This design comes from an exercise in tuning for small area and few clock cycles on the open sky130 flow, not from production work.
The RTL was checked by simulation tests, not by an equivalence proof against the original design.
Power is estimated from default activity; no workload was simulated.

==> v19 <==
==> flow/design.v <==
`default_nettype none
package rda_cfg_pkg;
    localparam int DEF_MEM_BYTES  = 8;     
    localparam int DEF_KER_BYTES  = 4;     
    localparam int DEF_ALIGN_BITS = 0;     
    localparam int DEF_INTRA_W = $clog2(DEF_MEM_BYTES);
    localparam int DEF_SHIFT_W = DEF_INTRA_W - DEF_ALIGN_BITS;
    localparam int DEF_MEM_FIFO_DEPTH = 32;     
    localparam int DEF_CMD_FIFO_DEPTH = 16;
    localparam int DEF_OUT_FIFO_DEPTH = 16;
    localparam int CMD_AF_CUTOFF      = 2;      
    localparam int CMD_AF_LEVEL       = 4;      
endpackage
`default_nettype wire
`default_nettype none
package rda_types_pkg;
    typedef enum logic [1:0] {
        BEAT_SOLE = 2'd0,     
        BEAT_HEAD = 2'd1,     
        BEAT_TAIL = 2'd2      
    } beat_e;
    typedef logic [7:0] byte_t;
endpackage
`default_nettype wire
`timescale 1ns/1ps
`default_nettype none
module rda_fifo #(
    parameter int  WIDTH     = 8,
    parameter int  DEPTH     = 16,
    parameter int  AF_CUTOFF = 2
) (
    input  wire              clock,
    input  wire              aclrn,
    input  wire              i_wr,
    input  wire  [WIDTH-1:0] i_wr_data,
    input  wire              i_rd,
    output logic [WIDTH-1:0] o_rd_data,
    output logic             o_empty,
    output logic             o_almost_full
);
    localparam int PTR_W = (DEPTH > 1) ? $clog2(DEPTH) : 1;
    localparam int CNT_W = $clog2(DEPTH + 1);     
    logic [WIDTH-1:0] mem [DEPTH];     
    logic [PTR_W-1:0] wr_ptr;
    logic [PTR_W-1:0] rd_ptr;
    logic [CNT_W-1:0] count;           
    logic [PTR_W-1:0] wr_ptr_nx;
    logic [PTR_W-1:0] rd_ptr_nx;
    assign wr_ptr_nx = (wr_ptr == PTR_W'(DEPTH - 1)) ? '0 : wr_ptr + 1'b1;
    assign rd_ptr_nx = (rd_ptr == PTR_W'(DEPTH - 1)) ? '0 : rd_ptr + 1'b1;
    always_ff @(posedge clock) begin
        if (i_wr) mem[wr_ptr] <= i_wr_data;
    end
    always_ff @(posedge clock or negedge aclrn) begin
        if (!aclrn) begin
            wr_ptr <= '0;
            rd_ptr <= '0;
            count  <= '0;
        end else begin
            if (i_wr) wr_ptr <= wr_ptr_nx;
            if (i_rd) rd_ptr <= rd_ptr_nx;
            case ({i_wr, i_rd})
                2'b10:   count <= count + 1'b1;
                2'b01:   count <= count - 1'b1;
                default: count <= count;     
            endcase
        end
    end
    assign o_rd_data     = mem[rd_ptr];                           
    assign o_empty       = (count == '0);
    assign o_almost_full = ((DEPTH - int'(count)) <= AF_CUTOFF);   
endmodule
`default_nettype wire
`timescale 1ns/1ps
`default_nettype none
module rda_word_sequencer #(
    parameter int KER_BYTES  = 4,
    parameter int MEM_BYTES  = 8,
    parameter int ALIGN_BITS = 0,
    parameter int INTRA_W    = 3,
    parameter int SHIFT_W    = 3
) (
    input  wire                    clock,
    input  wire                    aclrn,
    input  wire                    i_cmd_empty,
    input  wire  [INTRA_W-1:0]     i_cmd_addr,
    output logic                   o_cmd_pop,
    input  wire                    i_mem_empty,
    input  wire  [8*MEM_BYTES-1:0] i_mem_data,
    output logic                   o_mem_pop,
    input  wire                    i_out_almost_full,
    output logic                   o_beat_valid,
    output logic [8*MEM_BYTES-1:0] o_beat_data,
    output logic [SHIFT_W-1:0]     o_beat_shift,
    output logic [INTRA_W:0]       o_beat_lo_limit,
    output logic [1:0]             o_beat_kind
);
    logic [INTRA_W-1:0] addr_al;       
    logic [SHIFT_W-1:0] addr_shift;    
    logic               spans_two;     
    logic               beat_go;       
    logic               at_second;     
    always_comb begin
        for (int b = 0; b < INTRA_W; b++) addr_al[b] = (b < ALIGN_BITS) ? 1'b0 : i_cmd_addr[b];
    end
    assign addr_shift = addr_al[INTRA_W-1:ALIGN_BITS];
    assign spans_two  = ({1'b0, addr_al} + (INTRA_W+1)'(KER_BYTES)) > (INTRA_W+1)'(MEM_BYTES);
    assign beat_go   = ~i_cmd_empty & ~i_mem_empty & ~i_out_almost_full;
    assign o_mem_pop = beat_go;
    assign o_cmd_pop = beat_go & (~spans_two | at_second);     
    always_ff @(posedge clock or negedge aclrn) begin
        if (!aclrn) begin
            at_second    <= 1'b0;
            o_beat_valid <= 1'b0;
        end else begin
            o_beat_valid <= beat_go;
            if (beat_go) at_second <= spans_two & ~at_second;
        end
    end
    always_ff @(posedge clock) begin
        o_beat_data  <= i_mem_data;
        o_beat_shift <= addr_shift;     
        if (at_second) begin
            o_beat_lo_limit <= (INTRA_W+1)'(MEM_BYTES) - {1'b0, addr_al};
            o_beat_kind     <= rda_types_pkg::BEAT_TAIL;
        end else begin
            o_beat_lo_limit <= '0;
            o_beat_kind     <= spans_two ? rda_types_pkg::BEAT_HEAD : rda_types_pkg::BEAT_SOLE;
        end
    end
endmodule
`default_nettype wire
`timescale 1ns/1ps
`default_nettype none
module rda_shift_stage #(
    parameter int STAGE      = 0,
    parameter int MEM_BYTES  = 8,
    parameter int INTRA_W    = 3,
    parameter int SHIFT_W    = 3,
    parameter int ALIGN_BITS = 0
) (
    input  wire                    clock,
    input  wire                    aclrn,
    input  wire                    i_beat_valid,
    input  wire  [8*MEM_BYTES-1:0] i_beat_data,
    input  wire  [SHIFT_W-1:0]     i_beat_shift,
    input  wire  [INTRA_W:0]       i_beat_lo_limit,
    input  wire  [1:0]             i_beat_kind,
    output logic                   o_beat_valid,
    output logic [8*MEM_BYTES-1:0] o_beat_data,
    output logic [SHIFT_W-1:0]     o_beat_shift,
    output logic [INTRA_W:0]       o_beat_lo_limit,
    output logic [1:0]             o_beat_kind
);
    localparam int AMT = 2 ** (STAGE + ALIGN_BITS);     
    logic [8*MEM_BYTES-1:0] rot_bytes;
    always_comb begin
        for (int j = 0; j < MEM_BYTES; j++) begin
            rot_bytes[8*j +: 8] = i_beat_shift[STAGE] ? i_beat_data[8*((j + AMT) % MEM_BYTES) +: 8]
                                                      : i_beat_data[8*j +: 8];
        end
    end
    always_ff @(posedge clock or negedge aclrn) begin
        if (!aclrn) o_beat_valid <= 1'b0;
        else        o_beat_valid <= i_beat_valid;
    end
    always_ff @(posedge clock) begin
        o_beat_data     <= rot_bytes;
        for (int b = 0; b < SHIFT_W; b++) begin
            o_beat_shift[b] <= (b == STAGE) ? 1'b0 : i_beat_shift[b];     
        end
        o_beat_lo_limit <= i_beat_lo_limit;
        o_beat_kind     <= i_beat_kind;
    end
endmodule
`default_nettype wire
`timescale 1ns/1ps
`default_nettype none
module rda_word_assembler #(
    parameter int KER_BYTES = 4,
    parameter int MEM_BYTES = 8,
    parameter int INTRA_W   = 3,
    parameter int SHIFT_W   = 3
) (
    input  wire                    clock,
    input  wire                    aclrn,
    input  wire                    i_beat_valid,
    input  wire  [8*MEM_BYTES-1:0] i_beat_data,
    input  wire  [INTRA_W:0]       i_beat_lo_limit,
    input  wire  [1:0]             i_beat_kind,
    output logic                   o_wr,
    output logic [8*KER_BYTES-1:0] o_wr_data
);
    localparam int GRAN = 2 ** (INTRA_W - SHIFT_W);     
    logic [8*KER_BYTES-1:0] acc_q;       
    logic [KER_BYTES-1:0]   byte_en;
    always_comb begin
        for (int i = 0; i < KER_BYTES; i++) begin
            byte_en[i] = (INTRA_W+1)'(i & ~(GRAN - 1)) >= i_beat_lo_limit;
        end
    end
    always_ff @(posedge clock) begin
        if (i_beat_valid) begin
            for (int i = 0; i < KER_BYTES; i++) begin
                if (byte_en[i]) acc_q[8*i +: 8] <= i_beat_data[8*i +: 8];     
            end
        end
    end
    always_ff @(posedge clock or negedge aclrn) begin
        if (!aclrn) o_wr <= 1'b0;
        else        o_wr <= i_beat_valid && (i_beat_kind != rda_types_pkg::BEAT_HEAD);
    end
    assign o_wr_data = acc_q;
endmodule
`default_nettype wire
`timescale 1ns/1ps
`default_nettype none
module rda_top #(
    parameter  int MEM_BYTES      = rda_cfg_pkg::DEF_MEM_BYTES,
    parameter  int KER_BYTES      = rda_cfg_pkg::DEF_KER_BYTES,
    parameter  int ALIGN_BITS     = rda_cfg_pkg::DEF_ALIGN_BITS,
    parameter  int MEM_FIFO_DEPTH = rda_cfg_pkg::DEF_MEM_FIFO_DEPTH,
    parameter  int CMD_FIFO_DEPTH = rda_cfg_pkg::DEF_CMD_FIFO_DEPTH,
    parameter  int OUT_FIFO_DEPTH = rda_cfg_pkg::DEF_OUT_FIFO_DEPTH,
    localparam int INTRA_W        = $clog2(MEM_BYTES)
) (
    input  wire                    clock,
    input  wire                    aclrn,
    input  wire                    i_mem_valid,
    input  wire  [8*MEM_BYTES-1:0] i_mem_data,
    input  wire                    i_cmd_valid,
    input  wire  [INTRA_W-1:0]     i_cmd_addr,
    output logic                   o_cmd_almost_full,
    output logic                   o_valid,
    output logic [8*KER_BYTES-1:0] o_data,
    input  wire                    i_stall
);
    localparam int NB     = 16;                         
    localparam int CMD_AF = rda_cfg_pkg::CMD_AF_LEVEL;   
    localparam int CMD_D  = CMD_AF + rda_cfg_pkg::CMD_AF_CUTOFF;   
    logic [NB-1:0][63:0] bank0;     
    logic [NB-1:0][63:0] bank1;     
    logic [4:0]          wr_ptr;    
    logic [3:0]          p0, p1;    
    logic                h;         
    logic [5:0]          wcount;    
    always_ff @(posedge clock) begin
        for (int e = 0; e < NB; e++) begin
            if (i_mem_valid && !wr_ptr[0] && wr_ptr[4:1] == 4'(e)) bank0[e] <= i_mem_data;
            if (i_mem_valid &&  wr_ptr[0] && wr_ptr[4:1] == 4'(e)) bank1[e] <= i_mem_data;
        end
    end
    logic [63:0] r0, r1;
    always_comb begin
        r0 = '0;
        r1 = '0;
        for (int e = 0; e < NB; e++) begin
            r0 = r0 | ({64{p0 == 4'(e)}} & bank0[e]);
            r1 = r1 | ({64{p1 == 4'(e)}} & bank1[e]);
        end
    end
    localparam int CP_W = $clog2(CMD_D);
    logic [CMD_D-1:0][2:0] cmem;
    logic [CP_W-1:0]       cwr, crd;
    logic [CP_W:0]         ccount;
    logic [2:0]            a;
    always_ff @(posedge clock) begin
        for (int e = 0; e < CMD_D; e++) begin
            if (i_cmd_valid && cwr == CP_W'(e)) cmem[e] <= i_cmd_addr;
        end
    end
    always_comb begin
        a = '0;
        for (int e = 0; e < CMD_D; e++) a = a | ({3{crd == CP_W'(e)}} & cmem[e]);
    end
    logic         split;
    logic         deliver;
    assign split = a[2] & (a[1] | a[0]);
    assign o_valid = (ccount != '0) && (wcount != '0) && (!split || wcount[5:1] != '0);
    assign deliver = o_valid && !i_stall;
    logic [63:0] w0;
    logic [23:0] w1;
    logic [87:0] st;      
    logic [7:0]  ah;      
    assign w0 = h ? r1 : r0;
    assign w1 = h ? r0[23:0] : r1[23:0];
    assign st = {w1, w0};
    always_comb begin
        for (int k = 0; k < 8; k++) ah[k] = (a == 3'(k));
        o_data = '0;
        for (int k = 0; k < 8; k++) o_data = o_data | ({32{ah[k]}} & st[8*k +: 32]);
    end
    assign o_cmd_almost_full = (ccount >= (CP_W+1)'(CMD_AF));
    always_ff @(posedge clock or negedge aclrn) begin
        if (!aclrn) begin
            wr_ptr <= '0;
            p0     <= '0;
            p1     <= '0;
            h      <= 1'b0;
            wcount <= '0;
            cwr    <= '0;
            crd    <= '0;
            ccount <= '0;
        end else begin
            if (i_mem_valid) wr_ptr <= wr_ptr + 1'b1;
            if (i_cmd_valid) cwr <= (cwr == CP_W'(CMD_D - 1)) ? '0 : cwr + 1'b1;
            if (deliver) begin
                crd <= (crd == CP_W'(CMD_D - 1)) ? '0 : crd + 1'b1;
                if (split) begin
                    p0 <= p0 + 1'b1;
                    p1 <= p1 + 1'b1;
                end else if (h) begin
                    p1 <= p1 + 1'b1;
                    h  <= 1'b0;
                end else begin
                    p0 <= p0 + 1'b1;
                    h  <= 1'b1;
                end
            end
            wcount <= wcount + 6'(i_mem_valid) - (deliver ? (split ? 6'd2 : 6'd1) : 6'd0);
            ccount <= ccount + (CP_W+1)'(i_cmd_valid) - (CP_W+1)'(deliver);
        end
    end
endmodule
`default_nettype wire
==> flow/run.sh <==
#!/bin/bash
# synth_recipe.tcl (not shown) runs the flow's synth.tcl, then flattens the netlist and writes it again
# the make line also repeats each setting of config.mk as NAME=value (left out here)
make -C /OpenROAD-flow-scripts/flow DESIGN_CONFIG=/design/flow/config.mk WORK_HOME=/design/flow/orfs CLKGATE_MAP_FILE= SYNTH_SCRIPT=/design/flow/synth_recipe.tcl finish
==> flow/config.mk <==
export PLATFORM = sky130hd
export DESIGN_NAME = rda_top
export DESIGN_NICKNAME = rda_top
export VERILOG_FILES = /design/flow/design.v
export SDC_FILE = /design/flow/constraint.sdc
export NUM_CORES = 4
export LEC_CHECK = 0
export CAP_MARGIN = 20
export CORE_MARGIN = 2
export CORE_UTILIZATION = 40
export SLEW_MARGIN = 20
==> flow/constraint.sdc <==
create_clock -name core_clock -period 5.0 [get_ports {clock}]
set_input_delay 1.0000 -clock core_clock [delete_from_list [all_inputs] [get_ports {clock}]]
set_output_delay 1.0000 -clock core_clock [all_outputs]
set_load 0.01 [all_outputs]
==> v1: changes against v19 <==
==> flow/design.v, changed modules only <==
module rda_top #(
    parameter  int MEM_BYTES      = rda_cfg_pkg::DEF_MEM_BYTES,
    parameter  int KER_BYTES      = rda_cfg_pkg::DEF_KER_BYTES,
    parameter  int ALIGN_BITS     = rda_cfg_pkg::DEF_ALIGN_BITS,
    parameter  int MEM_FIFO_DEPTH = rda_cfg_pkg::DEF_MEM_FIFO_DEPTH,
    parameter  int CMD_FIFO_DEPTH = rda_cfg_pkg::DEF_CMD_FIFO_DEPTH,
    parameter  int OUT_FIFO_DEPTH = rda_cfg_pkg::DEF_OUT_FIFO_DEPTH,
    localparam int INTRA_W        = $clog2(MEM_BYTES)
) (
    input  wire                    clock,
    input  wire                    aclrn,
    input  wire                    i_mem_valid,
    input  wire  [8*MEM_BYTES-1:0] i_mem_data,
    input  wire                    i_cmd_valid,
    input  wire  [INTRA_W-1:0]     i_cmd_addr,
    output logic                   o_cmd_almost_full,
    output logic                   o_valid,
    output logic [8*KER_BYTES-1:0] o_data,
    input  wire                    i_stall
);
    localparam int NB     = 16;                         
    localparam int CMD_AF = rda_cfg_pkg::CMD_AF_LEVEL;   
    localparam int CMD_D  = CMD_AF + rda_cfg_pkg::CMD_AF_CUTOFF;   
    logic [NB-1:0][63:0] even_q;    
    logic [NB-1:0][63:0] odd_q;     
    logic [5:0]          wcount;    
    logic [5:0]          m1, m2;    
    always_ff @(posedge clock) begin
        if (i_mem_valid) begin
            even_q[0] <= i_mem_data;
            for (int e = 1; e < NB; e++) even_q[e] <= odd_q[e-1];
            for (int e = 0; e < NB; e++) odd_q[e]  <= even_q[e];
        end
    end
    assign m1 = wcount - 6'd1;
    assign m2 = wcount - 6'd2;
    logic [63:0] re, ro;
    always_comb begin
        re = '0;
        ro = '0;
        for (int e = 0; e < NB; e++) begin
            re = re | ({64{m1[4:1] == 4'(e)}} & even_q[e]);
            ro = ro | ({64{m2[4:1] == 4'(e)}} & odd_q[e]);
        end
    end
    localparam int CP_W = $clog2(CMD_D + 1);
    logic [CMD_D-1:0][2:0] cmem;
    logic [CP_W-1:0]       ccount;
    logic [CP_W-1:0]       chead;
    logic [2:0]            a;
    always_ff @(posedge clock) begin
        if (i_cmd_valid) begin
            cmem[0] <= i_cmd_addr;
            for (int e = 1; e < CMD_D; e++) cmem[e] <= cmem[e-1];
        end
    end
    assign chead = ccount - 1'b1;
    always_comb begin
        a = '0;
        for (int e = 0; e < CMD_D; e++) a = a | ({3{chead == CP_W'(e)}} & cmem[e]);
    end
    logic        split;       
    logic        ready;       
    logic        load;        
    logic [31:0] kdata;
    assign split = a[2] & (a[1] | a[0]);
    assign ready = (ccount != '0) && (wcount != '0) && (!split || wcount[5:1] != '0);
    assign load  = ready && (!o_valid || !i_stall);
    logic [63:0] w0;
    logic [23:0] w1;
    logic [87:0] st;      
    logic [7:0]  ah;      
    assign w0 = m1[0] ? ro : re;
    assign w1 = m1[0] ? re[23:0] : ro[23:0];
    assign st = {w1, w0};
    always_comb begin
        for (int k = 0; k < 8; k++) ah[k] = (a == 3'(k));
        kdata = '0;
        for (int k = 0; k < 8; k++) kdata = kdata | ({32{ah[k]}} & st[8*k +: 32]);
    end
    assign o_cmd_almost_full = (ccount >= CP_W'(CMD_AF));
    always_ff @(posedge clock) begin
        if (load) o_data <= kdata;
    end
    always_ff @(posedge clock or negedge aclrn) begin
        if (!aclrn) o_valid <= 1'b0;
        else        o_valid <= load || (o_valid && i_stall);
    end
    always_ff @(posedge clock or negedge aclrn) begin
        if (!aclrn) begin
            wcount <= '0;
            ccount <= '0;
        end else begin
            wcount <= wcount + 6'(i_mem_valid) - (load ? (split ? 6'd2 : 6'd1) : 6'd0);
            ccount <= ccount + CP_W'(i_cmd_valid) - CP_W'(load);
        end
    end
endmodule
==> flow/flow/run.sh (new file) <==
#!/bin/bash
# Own layout flow: the standard ORFS flow with these changes:
#  - synthesis maps the logic with an area-oriented ABC script (flow/abc_area.script);
#    Yosys's register inference and naming are untouched
#  - clock tree synthesis inserts no dummy loads and clusters more sinks per leaf buffer
#  - ports are buffered with the smallest buffer
# Each step's full output goes to ORFS's own logs under orfs/logs (copied to orfs_logs at the
# end), and make's output to flow_make.log in this folder.
set -euo pipefail
W=$(pwd)
trap 'cp -r "$W/orfs/logs" "$W/orfs_logs" 2>/dev/null || true' EXIT
{ cat "$W/flow/abc_override.tcl"; cat "$W/synth_recipe.tcl"; } > "$W/my_synth.tcl"
bash "$W/standard.sh" \
  SYNTH_SCRIPT="$W/my_synth.tcl" \
  MY_ABC_SCRIPT="$W/flow/abc_area.script" \
  CTS_ARGS="-sink_clustering_enable -repair_clock_nets -dont_use_dummy_load -buf_list sky130_fd_sc_hd__clkbuf_16 -sink_clustering_size 24 -sink_clustering_max_diameter 60" \
  BUFFER_PORTS_ARGS="-buffer_cell sky130_fd_sc_hd__buf_1" \
  finish > "$W/flow_make.log" 2>&1
==> flow/flow/abc_area.script (new file) <==
strash
dc2
strash
&get -n
&dch -f
&nf -R 1000
&put
==> flow/flow/abc_override.tcl (new file) <==
# maps logic with flow/abc_area.script in place of ORFS's ABC script; everything else,
# registers included, is the standard synthesis
proc abc {args} {
  set i [lsearch $args -script]
  if {$i >= 0 && [info exists ::env(MY_ABC_SCRIPT)]} {
    lset args [expr {$i + 1}] $::env(MY_ABC_SCRIPT)
  }
  yosys abc {*}$args
}
==> flow/standard.sh (new file) <==
#!/bin/bash
# synth_recipe.tcl (not shown) runs the flow's synth.tcl, then flattens the netlist and writes it again
# the make line also repeats each setting of config.mk as NAME=value (left out here)
make -C /OpenROAD-flow-scripts/flow DESIGN_CONFIG=/design/flow/config.mk WORK_HOME=/design/flow/orfs CLKGATE_MAP_FILE= SYNTH_SCRIPT=/design/flow/synth_recipe.tcl "${@:-finish}"
Settings changed: CORE_UTILIZATION 40 to 50, GPL_TIMING_DRIVEN from default to 0.
removed: flow/run.sh
==> v15: changes against v19 <==
==> flow/design.v, changed modules only <==
module rda_top #(
    parameter  int MEM_BYTES      = rda_cfg_pkg::DEF_MEM_BYTES,
    parameter  int KER_BYTES      = rda_cfg_pkg::DEF_KER_BYTES,
    parameter  int ALIGN_BITS     = rda_cfg_pkg::DEF_ALIGN_BITS,
    parameter  int MEM_FIFO_DEPTH = rda_cfg_pkg::DEF_MEM_FIFO_DEPTH,
    parameter  int CMD_FIFO_DEPTH = rda_cfg_pkg::DEF_CMD_FIFO_DEPTH,
    parameter  int OUT_FIFO_DEPTH = rda_cfg_pkg::DEF_OUT_FIFO_DEPTH,
    localparam int INTRA_W        = $clog2(MEM_BYTES)
) (
    input  wire                    clock,
    input  wire                    aclrn,
    input  wire                    i_mem_valid,
    input  wire  [8*MEM_BYTES-1:0] i_mem_data,
    input  wire                    i_cmd_valid,
    input  wire  [INTRA_W-1:0]     i_cmd_addr,
    output logic                   o_cmd_almost_full,
    output logic                   o_valid,
    output logic [8*KER_BYTES-1:0] o_data,
    input  wire                    i_stall
);
    localparam int NB     = 16;                         
    localparam int CMD_AF = rda_cfg_pkg::CMD_AF_LEVEL;   
    localparam int CMD_D  = CMD_AF + rda_cfg_pkg::CMD_AF_CUTOFF;   
    logic [NB-1:0][63:0] bank0;     
    logic [NB-1:0][63:0] bank1;     
    logic [4:0]          wr_ptr;    
    logic [3:0]          p0, p1;    
    logic                h;         
    logic [5:0]          wcount;    
    always_ff @(posedge clock) begin
        for (int e = 0; e < NB; e++) begin
            if (i_mem_valid && !wr_ptr[0] && wr_ptr[4:1] == 4'(e)) bank0[e] <= i_mem_data;
            if (i_mem_valid &&  wr_ptr[0] && wr_ptr[4:1] == 4'(e)) bank1[e] <= i_mem_data;
        end
    end
    logic [63:0] r0, r1;
    always_comb begin
        r0 = '0;
        r1 = '0;
        for (int e = 0; e < NB; e++) begin
            r0 = r0 | ({64{p0 == 4'(e)}} & bank0[e]);
            r1 = r1 | ({64{p1 == 4'(e)}} & bank1[e]);
        end
    end
    localparam int CP_W = $clog2(CMD_D);
    logic [CMD_D-1:0][2:0] cmem;
    logic [CP_W-1:0]       cwr, crd;
    logic [CP_W:0]         ccount;
    logic [2:0]            a;
    always_ff @(posedge clock) begin
        for (int e = 0; e < CMD_D; e++) begin
            if (i_cmd_valid && cwr == CP_W'(e)) cmem[e] <= i_cmd_addr;
        end
    end
    always_comb begin
        a = '0;
        for (int e = 0; e < CMD_D; e++) a = a | ({3{crd == CP_W'(e)}} & cmem[e]);
    end
    logic         split;
    assign split = a[2] & (a[1] | a[0]);
    logic         ready;       
    logic         load;        
    logic [31:0]  kdata;
    assign ready = (ccount != '0) && (wcount != '0) && (!split || wcount[5:1] != '0);
    assign load  = ready && (!o_valid || !i_stall);
    logic [63:0] w0;
    logic [23:0] w1;
    logic [87:0] st;      
    logic [7:0]  ah;      
    assign w0 = h ? r1 : r0;
    assign w1 = h ? r0[23:0] : r1[23:0];
    assign st = {w1, w0};
    always_comb begin
        for (int k = 0; k < 8; k++) ah[k] = (a == 3'(k));
        kdata = '0;
        for (int k = 0; k < 8; k++) kdata = kdata | ({32{ah[k]}} & st[8*k +: 32]);
    end
    assign o_cmd_almost_full = (ccount >= (CP_W+1)'(CMD_AF));
    always_ff @(posedge clock) begin
        if (load) o_data <= kdata;
    end
    always_ff @(posedge clock or negedge aclrn) begin
        if (!aclrn) o_valid <= 1'b0;
        else        o_valid <= load || (o_valid && i_stall);
    end
    always_ff @(posedge clock or negedge aclrn) begin
        if (!aclrn) begin
            wr_ptr <= '0;
            p0     <= '0;
            p1     <= '0;
            h      <= 1'b0;
            wcount <= '0;
            cwr    <= '0;
            crd    <= '0;
            ccount <= '0;
        end else begin
            if (i_mem_valid) wr_ptr <= wr_ptr + 1'b1;
            if (i_cmd_valid) cwr <= (cwr == CP_W'(CMD_D - 1)) ? '0 : cwr + 1'b1;
            if (load) begin
                crd <= (crd == CP_W'(CMD_D - 1)) ? '0 : crd + 1'b1;
                if (split) begin
                    p0 <= p0 + 1'b1;
                    p1 <= p1 + 1'b1;
                end else if (h) begin
                    p1 <= p1 + 1'b1;
                    h  <= 1'b0;
                end else begin
                    p0 <= p0 + 1'b1;
                    h  <= 1'b1;
                end
            end
            wcount <= wcount + 6'(i_mem_valid) - (load ? (split ? 6'd2 : 6'd1) : 6'd0);
            ccount <= ccount + (CP_W+1)'(i_cmd_valid) - (CP_W+1)'(load);
        end
    end
endmodule
==> flow/flow/run.sh (new file) <==
#!/bin/bash
# Own layout flow: the standard ORFS flow with these changes:
#  - synthesis maps the logic with an area-oriented ABC script (flow/abc_area.script);
#    Yosys's register inference and naming are untouched
#  - clock tree synthesis inserts no dummy loads and clusters more sinks per leaf buffer
#  - ports are buffered with the smallest buffer
#  - after global routing, gates off the critical paths are sized down (RECOVER_POWER)
# Each step's full output goes to ORFS's own logs under orfs/logs (copied to orfs_logs at the
# end), and make's output to flow_make.log in this folder.
set -euo pipefail
W=$(pwd)
trap 'cp -r "$W/orfs/logs" "$W/orfs_logs" 2>/dev/null || true' EXIT
{ cat "$W/flow/abc_override.tcl"; cat "$W/synth_recipe.tcl"; } > "$W/my_synth.tcl"
bash "$W/standard.sh" \
  SYNTH_SCRIPT="$W/my_synth.tcl" \
  MY_ABC_SCRIPT="$W/flow/abc_area.script" \
  CTS_ARGS="-sink_clustering_enable -repair_clock_nets -dont_use_dummy_load -buf_list sky130_fd_sc_hd__clkbuf_16 -sink_clustering_size 24 -sink_clustering_max_diameter 60" \
  BUFFER_PORTS_ARGS="-buffer_cell sky130_fd_sc_hd__buf_1" \
  RECOVER_POWER=100 \
  finish > "$W/flow_make.log" 2>&1
==> flow/flow/abc_area.script (new file) <==
strash
dc2
strash
&get -n
&dch -f
&nf -R 1000
&put
==> flow/flow/abc_override.tcl (new file) <==
# maps logic with flow/abc_area.script in place of ORFS's ABC script; everything else,
# registers included, is the standard synthesis
proc abc {args} {
  set i [lsearch $args -script]
  if {$i >= 0 && [info exists ::env(MY_ABC_SCRIPT)]} {
    lset args [expr {$i + 1}] $::env(MY_ABC_SCRIPT)
  }
  yosys abc {*}$args
}
==> flow/standard.sh (new file) <==
#!/bin/bash
# synth_recipe.tcl (not shown) runs the flow's synth.tcl, then flattens the netlist and writes it again
# the make line also repeats each setting of config.mk as NAME=value (left out here)
make -C /OpenROAD-flow-scripts/flow DESIGN_CONFIG=/design/flow/config.mk WORK_HOME=/design/flow/orfs CLKGATE_MAP_FILE= SYNTH_SCRIPT=/design/flow/synth_recipe.tcl "${@:-finish}"
Settings changed: CORE_UTILIZATION 40 to 50, GPL_TIMING_DRIVEN from default to 0.
removed: flow/run.sh
==> qor summary <==
	v1	v19	v15
Quantity of gates resized following cts	25	488	0
Max capacitance violation total	0	0	27
Critical path startpoint	wcount[0]	p1[1]	i_mem_valid
Leakage	28.4 nW	33.5 nW	26.1 nW
Number of enable flip-flop cells after synthesis	2098	2066	2098
Die extent in y	392 um	457 um	395 um
Horizontal die dimension	392 um	457 um	395 um
Register share of the cell area	72.2%	61.3%	74.3%
Part of the total power dissipated in the clock network	18.3%	21.1%	21.6%
Max transition margin	21.0%	24.8%	-51.5%
Number of diodes added for antenna fixing	1	15	2
Power in the clock group	10.4 mW	15.2 mW	10.3 mW
Final count of negative-setup-slack endpoints	0	26	10
Biggest cell delay along the critical path	640 ps	400 ps	1770 ps
Ratio of cells with drive above 1 in the final layout	10.7%	27.3%	6.35%
Layout overhead on the synthesized area	16.2%	24.7%	12.3%
Total power	57.0 mW	72.4 mW	47.7 mW
Seq power	21.9 mW	21.1 mW	21.9 mW
Result of the run	no timing/DRC/antenna violations	complete, but fails checks	complete, but fails checks
Violated checks	-	negative setup slack	max-capacitance violations, max-slew violations, negative setup slack
Post-route fraction of the period consumed by the critical path	98.5%	104%	102%
Post-synthesis instance area	0.0754 mm2	0.0823 mm2	0.0765 mm2
Testbench counts of v19, summed over its fixed seeds: cycles 5,734.
Testbench counts of v1, summed over its fixed seeds: cycles 5,767.
Testbench counts of v15, summed over its fixed seeds: cycles 5,767.

## what the ideal ports hide
The flow's constraints put no driver on any port. The routed layouts listed below were extracted and timed again, unchanged, in two steps. Step 1 assumes that a clkbuf_16 drives the clock port and a buf_2 every other input. Step 2 adds t to the input delays and takes it off the output delays; t is the mean of the earliest and latest rising clock arrival at the registers after step 1. Input paths then give back, and output paths get back, about the clock's delay inside the block. Slacks: no drivers / after step 1 / after step 2; pairs: no drivers / after step 1.
run	t (ns)	slack for setup (ns)	hold WS [ns]	slew at the worst register clock pin (ns)	cell pins on the clock port's net
v19	0.946	-0.183 / -0.271 / 0.675	0.545 / 0.512 / 0.545	0.07 / 0.07	1
v1	0.849	0.075 / 0.075 / -0.429	0.265 / 0.237 / 0.400	0.10 / 0.10	1
v15	0.862	-0.077 / -0.025 / -0.887	0.293 / 0.235 / 0.572	0.10 / 0.10	1
With both steps, setup timing fails in v1, where it was met with ideal ports. For v15, which loses most, drivers alone change the setup slack by +0.052 ns; drivers and shift together by -0.810 ns.
